This design comes from an exercise in tuning for small area on the open sky130 flow, not from production work.
In this exercise RTL edits were held to simulation tests only and were not proved equivalent to the original.
Power figures rest on the tool's default switching activity, not on a simulated workload. The clock port is modelled as an ideal driver; clocking choices that lean on that would not hold on a real chip.

==> flow/design.v <==
package box_overlay_pkg;
    typedef struct packed {
        logic [8-1:0] red;
        logic [8-1:0] green;
        logic [8-1:0] blue;
    } rgb_t;
    typedef struct packed {
        logic vsync;
        logic href;
        logic clken;
        rgb_t pixel;
    } video_beat_t;
    typedef struct packed {
        logic               valid;    
        logic [10-1:0] y_max;
        logic [10-1:0] x_max;
        logic [10-1:0] y_min;
        logic [10-1:0] x_min;   
    } box_rect_t;
    typedef struct packed {
        logic [10-1:0] x;
        logic [10-1:0] y;
    } pixel_pos_t;
endpackage
`timescale 1ns/1ps
module pixel_position
#(
    parameter int H_DISP = 640,
    parameter int V_DISP = 480
)
(
    input  logic                         sys_clk,
    input  logic                         sys_rst_n,
    input  box_overlay_pkg::video_beat_t beat,
    output box_overlay_pkg::pixel_pos_t  pos,
    output box_overlay_pkg::pixel_pos_t  pos_nxt,
    output logic                         x_adv,     
    output logic                         x_clr,     
    output logic                         y_adv,     
    output logic                         y_clr,     
    output logic                         armed
);
    localparam logic [10-1:0] X_LAST = 10'(H_DISP - 1);
    localparam logic [10-1:0] Y_END  = 10'(V_DISP);
    logic x_last;
    assign x_last = (pos.x == X_LAST);
    assign x_adv = beat.vsync && beat.clken && !x_last;
    assign x_clr = !beat.vsync || (beat.clken && x_last);
    assign y_adv = beat.vsync && beat.clken && x_last;
    assign y_clr = !beat.vsync;
    always_comb
    begin
        pos_nxt = pos;
        if (x_clr)
            pos_nxt.x = '0;
        else if (x_adv)
            pos_nxt.x = pos.x + 1'b1;
        if (!beat.vsync)
            pos_nxt.y = '0;
        else if (beat.clken && x_last)
            pos_nxt.y = pos.y + 1'b1;
    end
    always_ff @(posedge sys_clk or negedge sys_rst_n)
    begin
        if (!sys_rst_n)
            pos <= '0;
        else
            pos <= pos_nxt;
    end
    always_ff @(posedge sys_clk or negedge sys_rst_n)
    begin
        if (!sys_rst_n)
            armed <= 1'b0;
        else if (!beat.vsync && pos.y == Y_END && pos.x == '0)
            armed <= 1'b1;
    end
endmodule
`timescale 1ns/1ps
module box_table
(
    input  logic                        sys_clk,
    input  logic                        sys_rst_n,
    input  logic                        cfg_req,
    input  logic [4-1:0]      cfg_addr,
    input  box_overlay_pkg::box_rect_t  cfg_data,
    output logic                        cfg_ack,
    input  box_overlay_pkg::pixel_pos_t pos,
    input  box_overlay_pkg::pixel_pos_t pos_nxt,
    input  logic                        x_adv,
    input  logic                        x_clr,
    input  logic                        y_adv,
    input  logic                        y_clr,
    output logic                        hit
);
    logic                  wr_en;
    logic [3:0]            winit;
    logic [16-1:0] box_hit;
    assign wr_en = cfg_req && !cfg_ack;
    always_ff @(posedge sys_clk or negedge sys_rst_n)
    begin
        if (!sys_rst_n)
            cfg_ack <= 1'b0;
        else
            cfg_ack <= cfg_req;
    end
    function automatic logic gt(input logic [10-1:0] a, input logic [10-1:0] b);
        integer i;
        begin
            gt = 1'b0;
            for (i = 0; i < 10; i = i + 1)
                gt = (a[i] && !b[i]) || ((a[i] || !b[i]) && gt);
        end
    endfunction
    assign winit[0] = gt(pos_nxt.x, cfg_data.x_min) && !gt(pos_nxt.x, cfg_data.x_max);
    assign winit[1] = gt(pos_nxt.y, cfg_data.y_min) && !gt(pos_nxt.y, cfg_data.y_max);
    assign winit[2] = cfg_data.valid && gt(cfg_data.x_max, cfg_data.x_min);
    assign winit[3] = cfg_data.valid && gt(cfg_data.y_max, cfg_data.y_min);
    for (genvar i = 0; i < 16; i++)
    begin : g_slot
        box_edge_detect u_slot
        (
            .sys_clk   (sys_clk),
            .sys_rst_n (sys_rst_n),
            .we        (wr_en && cfg_addr == i),
            .wdata     (cfg_data),
            .winit     (winit),
            .pos       (pos),
            .x_adv     (x_adv),
            .x_clr     (x_clr),
            .y_adv     (y_adv),
            .y_clr     (y_clr),
            .hit       (box_hit[i])
        );
    end
    assign hit = |box_hit;
endmodule
`timescale 1ns/1ps
module box_edge_detect
(
    input  logic                        sys_clk,
    input  logic                        sys_rst_n,
    input  logic                        we,
    input  box_overlay_pkg::box_rect_t  wdata,
    input  logic [3:0]                  winit,     
    input  box_overlay_pkg::pixel_pos_t pos,
    input  logic                        x_adv,
    input  logic                        x_clr,
    input  logic                        y_adv,
    input  logic                        y_clr,
    output logic                        hit
);
    logic [10-1:0] x_min;
    logic [10-1:0] y_min;
    logic [10-1:0] x_max;
    logic [10-1:0] y_max;
    logic                hx;
    logic                hy;
    logic                fx;
    logic                fy;
    logic                ex_min;
    logic                ex_max;
    logic                ey_min;
    logic                ey_max;
    assign ex_min = (pos.x == x_min);
    assign ex_max = (pos.x == x_max);
    assign ey_min = (pos.y == y_min);
    assign ey_max = (pos.y == y_max);
    assign hit    = (hx && (ey_min || ey_max) && fx && !ex_max) ||
                    (hy && (ex_min || ex_max) && fy && !ey_max);
    always_ff @(posedge sys_clk or negedge sys_rst_n)
    begin
        if (!sys_rst_n)
        begin
            hx <= 1'b0;
            hy <= 1'b0;
        end
        else if (we)
        begin
            hx <= winit[2];
            hy <= winit[3];
        end
    end
    always_ff @(posedge sys_clk)
    begin
        if (we)
        begin
            x_min <= wdata.x_min;
            y_min <= wdata.y_min;
            x_max <= wdata.x_max;
            y_max <= wdata.y_max;
        end
    end
    always_ff @(posedge sys_clk)
    begin
        if (we)
        begin
            fx <= winit[0];
            fy <= winit[1];
        end
        else
        begin
            fx <= !x_clr && (x_adv ? ((fx && !ex_max) || ex_min) : fx);
            fy <= !y_clr && (y_adv ? ((fy && !ey_max) || ey_min) : fy);
        end
    end
endmodule
`timescale 1ns/1ps
module overlay_mixer
(
    input  logic                         sys_clk,
    input  logic                         sys_rst_n,
    input  box_overlay_pkg::video_beat_t beat,
    input  logic                         hit_c,
    input  logic                         armed,
    output box_overlay_pkg::video_beat_t post
);
    localparam logic [3*8-1:0] MARK = {8'(255), 8'(0),
                                            8'(0)};
    box_overlay_pkg::video_beat_t beat_d;
    logic                         hit;
    logic                         full;
    always_ff @(posedge sys_clk or negedge sys_rst_n)
    begin
        if (!sys_rst_n)
            full <= 1'b0;
        else
            full <= 1'b1;
    end
    always_ff @(posedge sys_clk)
    begin
        beat_d <= beat;
        hit    <= hit_c;
    end
    always_ff @(posedge sys_clk or negedge sys_rst_n)
    begin
        if (!sys_rst_n)
        begin
            post <= '0;
        end
        else
        begin
            post.vsync <= armed && beat_d.vsync;
            post.href  <= armed && beat_d.href;
            post.clken <= armed && beat_d.clken;
            if (armed && hit)
                post.pixel <= MARK;
            else if (full)
                post.pixel <= beat_d.pixel;
            else
                post.pixel <= '0;
        end
    end
endmodule
`timescale 1ns/1ps
module box_overlay_top
#(
    parameter int H_DISP = 640,
    parameter int V_DISP = 480
)
(
    input  logic                         sys_clk,
    input  logic                         sys_rst_n,
    input  logic [3*8+2:0]          per,         
    input  logic                         cfg_req,
    input  logic [4-1:0]       cfg_addr,
    input  logic [(4*10+1)-1:0]            cfg_data,    
    output logic                         cfg_ack,
    output logic [3*8+2:0]          post         
);
    box_overlay_pkg::pixel_pos_t  pos;
    box_overlay_pkg::pixel_pos_t  pos_nxt;
    logic                         x_adv;
    logic                         x_clr;
    logic                         y_adv;
    logic                         y_clr;
    logic                         armed;
    logic                         hit_c;
    pixel_position
    #(
        .H_DISP (H_DISP),
        .V_DISP (V_DISP)
    )
    u_pixel_position
    (
        .sys_clk   (sys_clk),
        .sys_rst_n (sys_rst_n),
        .beat      (per),
        .pos       (pos),
        .pos_nxt   (pos_nxt),
        .x_adv     (x_adv),
        .x_clr     (x_clr),
        .y_adv     (y_adv),
        .y_clr     (y_clr),
        .armed     (armed)
    );
    box_table u_box_table
    (
        .sys_clk   (sys_clk),
        .sys_rst_n (sys_rst_n),
        .cfg_req   (cfg_req),
        .cfg_addr  (cfg_addr),
        .cfg_data  (cfg_data),
        .cfg_ack   (cfg_ack),
        .pos       (pos),
        .pos_nxt   (pos_nxt),
        .x_adv     (x_adv),
        .x_clr     (x_clr),
        .y_adv     (y_adv),
        .y_clr     (y_clr),
        .hit       (hit_c)
    );
    overlay_mixer u_overlay_mixer
    (
        .sys_clk   (sys_clk),
        .sys_rst_n (sys_rst_n),
        .beat      (per),
        .hit_c     (hit_c),
        .armed     (armed),
        .post      (post)
    );
endmodule
clock: 5.0 ns
lec_check: 0
cap_margin: 10
core_margin: 2
core_utilization: 75
slew_margin: 10
standard.sh (not shown) runs the stock make flow with config.mk's settings and CLKGATE_MAP_FILE= SYNTH_SCRIPT=/design/flow/synth_recipe.tcl, a recipe that flattens the netlist after the stock synthesis.
==> flow/flow/run.sh <==
#!/bin/bash
# The standard layout (the standard.sh, standard synthesis unchanged) with two
# changes: the port buffers are the smallest buffer, and clock tree synthesis adds
# no dummy loads. Each port still gets its own buffer.
set -euo pipefail
export BUFFER_PORTS_ARGS="-buffer_cell sky130_fd_sc_hd__buf_1"
export CTS_ARGS="-sink_clustering_enable -repair_clock_nets -dont_use_dummy_load -buf_list sky130_fd_sc_hd__clkbuf_16 -sink_clustering_size 32 -sink_clustering_max_diameter 70"
bash standard.sh > standard.log 2>&1
The baseline finished clean.
Rerun with:
==> flow/flow/run.sh (replaced) <==
#!/bin/bash
# The standard layout (the standard.sh, standard synthesis unchanged) with two
# changes: the port buffers are the smallest buffer, and clock tree synthesis adds
# no dummy loads. Each port still gets its own buffer.
set -euo pipefail
export BUFFER_PORTS_ARGS="-buffer_cell sky130_fd_sc_hd__buf_1"
export CTS_ARGS="-sink_clustering_enable -repair_clock_nets -dont_use_dummy_load -buf_list sky130_fd_sc_hd__clkbuf_16 -sink_clustering_size 28 -sink_clustering_max_diameter 80"
bash standard.sh > standard.log 2>&1
--- a/flow/config.mk
+++ b/flow/config.mk
@@ -9,3 +9,4 @@
 export CORE_MARGIN = 2
 export CORE_UTILIZATION = 75
+export PLACE_DENSITY = 0.85
 export SLEW_MARGIN = 10
What happened: The changed run completed without violations; power went down slightly; global-route usage falls by 0.32 points; first-iteration DRC count fell slightly; worst setup slack barely changes; cell count stays flat; register-to-register slack hardly moves.
Rerun with:
==> flow/flow/run.sh (replaced) <==
#!/bin/bash
# The standard layout (the standard.sh, standard synthesis unchanged) with two
# changes: the port buffers are the smallest buffer, and clock tree synthesis adds
# no dummy loads. Each port still gets its own buffer.
set -euo pipefail
export BUFFER_PORTS_ARGS="-buffer_cell sky130_fd_sc_hd__buf_1"
export CTS_ARGS="-sink_clustering_enable -repair_clock_nets -dont_use_dummy_load -buf_list sky130_fd_sc_hd__clkbuf_16 -sink_clustering_size 28 -sink_clustering_max_diameter 100"
bash standard.sh > standard.log 2>&1
--- a/flow/config.mk
+++ b/flow/config.mk
@@ -9,4 +9,3 @@
 export CORE_MARGIN = 2
 export CORE_UTILIZATION = 75
-export PLACE_DENSITY = 0.85
 export SLEW_MARGIN = 10
Core utilization fell by 0.53 points.
Global-route usage is lower by 0.27 points.
Wire length is about the same.
Die area stays the same.
First-iteration DRC count goes up by a few percent.
Count of clock-buffer cells in the layout falls by 5.
Setup slack improves by 0.011 ns.
Critical path depth stays the same.
Register-to-register slack is about the same.
Rerun with:
==> flow/flow/run.sh (replaced) <==
#!/bin/bash
# The standard layout (the standard.sh, standard synthesis unchanged) with two
# changes: the port buffers are the smallest buffer, and clock tree synthesis adds
# no dummy loads. Each port still gets its own buffer.
set -euo pipefail
export BUFFER_PORTS_ARGS="-buffer_cell sky130_fd_sc_hd__buf_1"
export CTS_ARGS="-sink_clustering_enable -repair_clock_nets -dont_use_dummy_load -buf_list sky130_fd_sc_hd__clkbuf_16 -sink_clustering_size 26 -sink_clustering_max_diameter 100"
bash standard.sh > standard.log 2>&1
Effect: The changed run finished clean. First-iteration DRC count increases by about 2%. Die area is unchanged. Setup slack improved by 0.021 ns. Worst hold slack gains 0.050 ns. Routed wire length climbs by 0.49%.

========
Setup of run a:
RTL: the design.v shown in full above, as it stands there.
Settings: LEC_CHECK=0, CAP_MARGIN=10, CORE_MARGIN=2, CORE_UTILIZATION=75, SLEW_MARGIN=10; clock period 5.0 ns.
==> flow/flow/run.sh <==
#!/bin/bash
# The standard layout (the standard.sh, standard synthesis unchanged) with two
# changes: the port buffers are the smallest buffer, and clock tree synthesis adds
# no dummy loads. Each port still gets its own buffer.
set -euo pipefail
export BUFFER_PORTS_ARGS="-buffer_cell sky130_fd_sc_hd__buf_1"
export CTS_ARGS="-sink_clustering_enable -repair_clock_nets -dont_use_dummy_load -buf_list sky130_fd_sc_hd__clkbuf_16 -sink_clustering_size 30 -sink_clustering_max_diameter 90"
bash standard.sh > standard.log 2>&1
Run a finished every step from synthesis to the final layout, and the layout passed the timing, DRC and antenna checks.
Here is what was changed in the inputs of run b compared with run a.
==> flow/flow/run.sh <==
#!/bin/bash
# The standard layout (the standard.sh, standard synthesis unchanged) with two
# changes: the port buffers are the smallest buffer, and clock tree synthesis adds
# no dummy loads. Each port still gets its own buffer.
set -euo pipefail
export BUFFER_PORTS_ARGS="-buffer_cell sky130_fd_sc_hd__buf_1"
export CTS_ARGS="-sink_clustering_enable -repair_clock_nets -dont_use_dummy_load -buf_list sky130_fd_sc_hd__clkbuf_16 -sink_clustering_size 30 -sink_clustering_max_diameter 100"
bash standard.sh > standard.log 2>&1
Results
Worst setup slack delta (run b -> run a): insignificant
The overall routing resource usage number comes out lower for run b vs run a.
Per the comparison of run b with run a, detailed-routed wire length on met3 -0.97%; average wire length per cell after detail routing saw little to no change; number of global-route vias before repair level.

========
Setup of lane 1:
Another version of the RTL of box_overlay_top (not shown whole).
Size in the first run: roughly 780 flip-flops, roughly 100 I/O pins.
clock: 5.0 ns
lec_check: 0
cap_margin: 10
core_margin: 2
core_utilization: 75
slew_margin: 10
==> flow/flow/run.sh <==
#!/bin/bash
# The standard layout (the standard.sh, standard synthesis unchanged) with two
# changes: the port buffers are the smallest buffer, and clock tree synthesis adds
# no dummy loads. Each port still gets its own buffer.
set -euo pipefail
export BUFFER_PORTS_ARGS="-buffer_cell sky130_fd_sc_hd__buf_1"
export CTS_ARGS="-sink_clustering_enable -repair_clock_nets -dont_use_dummy_load -buf_list sky130_fd_sc_hd__clkbuf_16 -sink_clustering_size 30 -sink_clustering_max_diameter 60"
bash standard.sh > standard.log 2>&1
The inputs of lane 2 differ from those of lane 1 as listed below.
Settings: CAP_MARGIN changed from 10 to 20; SLEW_MARGIN changed from 10 to 20.
==> comparison <==
Of lane 1 and lane 2, lane 2 shows the higher worst setup slack, with lane 1 below it.
No stage failed in lane 2, and the final checks on the layout all came back clean.
Worst hold margin: lane 2 vs lane 1 down 0.023 ns
Required time at the worst-slack endpoint of lane 2 is on par with lane 1.
Compared lane 2 against lane 1; design area within noise.
Power: lane 2 vs lane 1, no meaningful difference
Setup changes, lane 2 to lane 3
Settings: putting CTS_CLUSTER_SIZE at 30 where nothing was set; putting CTS_CLUSTER_DIAMETER at 60 where nothing was set; putting CTS_BUF_LIST at sky130_fd_sc_hd__clkbuf_16 where nothing was set.
==> flow/run.sh (new file) <==
#!/bin/bash
# synth_recipe.tcl (not shown) runs the flow's synth.tcl, then flattens the netlist and writes it again
# the make line also repeats each setting of config.mk as NAME=value (left out here)
make -C /OpenROAD-flow-scripts/flow DESIGN_CONFIG=/design/flow/config.mk WORK_HOME=/design/flow/orfs CLKGATE_MAP_FILE= SYNTH_SCRIPT=/design/flow/synth_recipe.tcl finish
removed: flow/flow/run.sh
removed: flow/standard.sh
==> comparison <==
Row overall track demand over capacity in global routing: lane 3 higher / lane 2 lower. Number of buffers created by CTS grows by a few percent when moving from lane 2 to lane 3. Summary: number of violations reported at the end of detailed-routing iteration 0, lane 3 better than lane 2. Lane 3 — share of the clock period used by the worst path after layout 0.96 points lower, lane 2 as reference. Relative to lane 2, worst-margin pin slew has increased by 0.036 ns in lane 3.
Input-level comparison between lane 4 and lane 3:
Settings: clearing CTS_BUF_LIST, which used to be sky130_fd_sc_hd__clkbuf_16; swapping 20 for 10 in CAP_MARGIN; putting PLACE_DENSITY at 0.85 where nothing was set; clearing CTS_CLUSTER_SIZE, which used to be 30; clearing CTS_CLUSTER_DIAMETER, which used to be 60; swapping 20 for 10 in SLEW_MARGIN.
==> flow/flow/run.sh (new file) <==
#!/bin/bash
# The standard layout (the standard.sh, standard synthesis unchanged) with two
# changes: the port buffers are the smallest buffer, and clock tree synthesis adds
# no dummy loads. Each port still gets its own buffer.
set -euo pipefail
export BUFFER_PORTS_ARGS="-buffer_cell sky130_fd_sc_hd__buf_1"
export CTS_ARGS="-sink_clustering_enable -repair_clock_nets -dont_use_dummy_load -buf_list sky130_fd_sc_hd__clkbuf_16 -sink_clustering_size 28 -sink_clustering_max_diameter 80"
bash standard.sh > standard.log 2>&1
==> flow/standard.sh (new file) <==
#!/bin/bash
# synth_recipe.tcl (not shown) runs the flow's synth.tcl, then flattens the netlist and writes it again
# the make line also repeats each setting of config.mk as NAME=value (left out here)
make -C /OpenROAD-flow-scripts/flow DESIGN_CONFIG=/design/flow/config.mk WORK_HOME=/design/flow/orfs CLKGATE_MAP_FILE= SYNTH_SCRIPT=/design/flow/synth_recipe.tcl "${@:-finish}"
removed: flow/run.sh
==> results.txt <==
Lane 4 vs. lane 3: global-route usage now smaller; switching power share of the total now smaller.
Relative to lane 3, the final cell area reported for lane 4 is lower.
Of lane 4 and lane 3, the run reporting the lower worst clock skew was lane 3.
According to the power report, total power for lane 4 is lower than for lane 3.
After detailed routing, lane 3 needs more wire than lane 4.
Worst supply voltage drop on vdd: lane 4 and lane 3 compared, lower one is lane 3
Where flop-to-flop setup slack is concerned, lane 3 is better than lane 4.
The inputs of lane 5 differ from those of lane 4 as listed below.
Settings: SLEW_MARGIN now 20, was 10; PLACE_DENSITY no longer set, was 0.85; CAP_MARGIN now 20, was 10; GPL_TIMING_DRIVEN now 0, previously not set.
--- a/flow/flow/run.sh
+++ b/flow/flow/run.sh
@@ -7 +7 @@
-export CTS_ARGS="-sink_clustering_enable -repair_clock_nets -dont_use_dummy_load -buf_list sky130_fd_sc_hd__clkbuf_16 -sink_clustering_size 28 -sink_clustering_max_diameter 80"
+export CTS_ARGS="-sink_clustering_enable -repair_clock_nets -dont_use_dummy_load -buf_list sky130_fd_sc_hd__clkbuf_8 -sink_clustering_size 18 -sink_clustering_max_diameter 50"
==> results.txt <==
Diff lane 5..lane 4 | synthesized-area fraction occupied by adder cells | unchanged. Setup slack in lane 5 is smaller than in lane 4. The higher final clock period utilization by the worst path of lane 5 and lane 4 is in lane 5. Multi-input logic area was lower in lane 4 than in lane 5. Relative to lane 4, pin count of the biggest net entering global routing has decreased by 50% in lane 5. Comparing lane 5 and lane 4, the higher number of antenna violations at the first check in global routing was measured on lane 5. The higher critical path required time of lane 5 and lane 4 is in lane 5. As far as clock slew at the register clock pins of the worst setup and hold paths is concerned, lane 5 and lane 4 perform about the same. Lane 4 vs lane 5, end point of the critical path: u_box_table.g_slot[10].u_slot.fx$_DFF_P_ vs u_box_table.g_slot[15].u_slot.fx$_DFF_P_. The combinational cell power of lane 5 and that of lane 4 are within noise of each other.

-- re-timing with driven ports --
Ports are ideal in the flow. The routed layouts listed here were re-timed in OpenROAD.
Step 1, drivers: a clkbuf_16 drives sys_clk and a buf_2 each remaining input, both assumed.
Step 2 also shifts input and output timing later by t, the mid clock arrival at the registers, as if the neighbouring blocks saw the same clock.
Three values: ideal ports, drivers, drivers and shift; two values: the first two.
run | shift t [ns] | slack for setup (ns) | worst hold slack (ns) | worst slew at a driven data input, ns | pins driven straight from the clock port
the first run of note 1 | 0.629 | 0.961 / 0.961 / 0.734 | 0.404 / 0.403 / 0.443 | 0.10 | 1
the second run of note 1 | 0.633 | 0.963 / 0.963 / 0.619 | 0.433 / 0.433 / 0.433 | 0.09 | 1
the third run of note 1 | 0.693 | 0.974 / 0.974 / 0.732 | 0.370 / 0.369 / 0.441 | 0.09 | 1
the fourth run of note 1 | 0.618 | 0.995 / 0.995 / 0.742 | 0.420 / 0.416 / 0.439 | 0.09 | 1
run a | 0.679 | 1.006 / 1.006 / 0.731 | 0.386 / 0.390 / 0.438 | 0.10 | 1
run b | 0.679 | 1.004 / 1.005 / 0.771 | 0.350 / 0.339 / 0.445 | 0.10 | 1
lane 1 | 0.638 | 1.017 / 1.017 / 0.465 | 0.459 / 0.421 / 0.461 | 0.06 | 1
lane 2 | 0.647 | 1.046 / 1.046 / 0.446 | 0.436 / 0.414 / 0.436 | 0.06 | 1
lane 3 | 0.673 | 1.094 / 1.133 / 0.460 | 0.385 / 0.351 / 0.435 | 0.06 | 1
lane 4 | 0.627 | 1.024 / 1.024 / 0.531 | 0.432 / 0.432 / 0.432 | 0.10 | 1
lane 5 | 0.744 | 0.478 / 0.478 / 0.043 | 0.340 / 0.308 / 0.436 | 0.05 | 1
After both steps every run listed still meets setup and hold. For lane 3, which loses most, drivers alone change the setup slack by +0.039 ns; drivers and shift together by -0.634 ns.
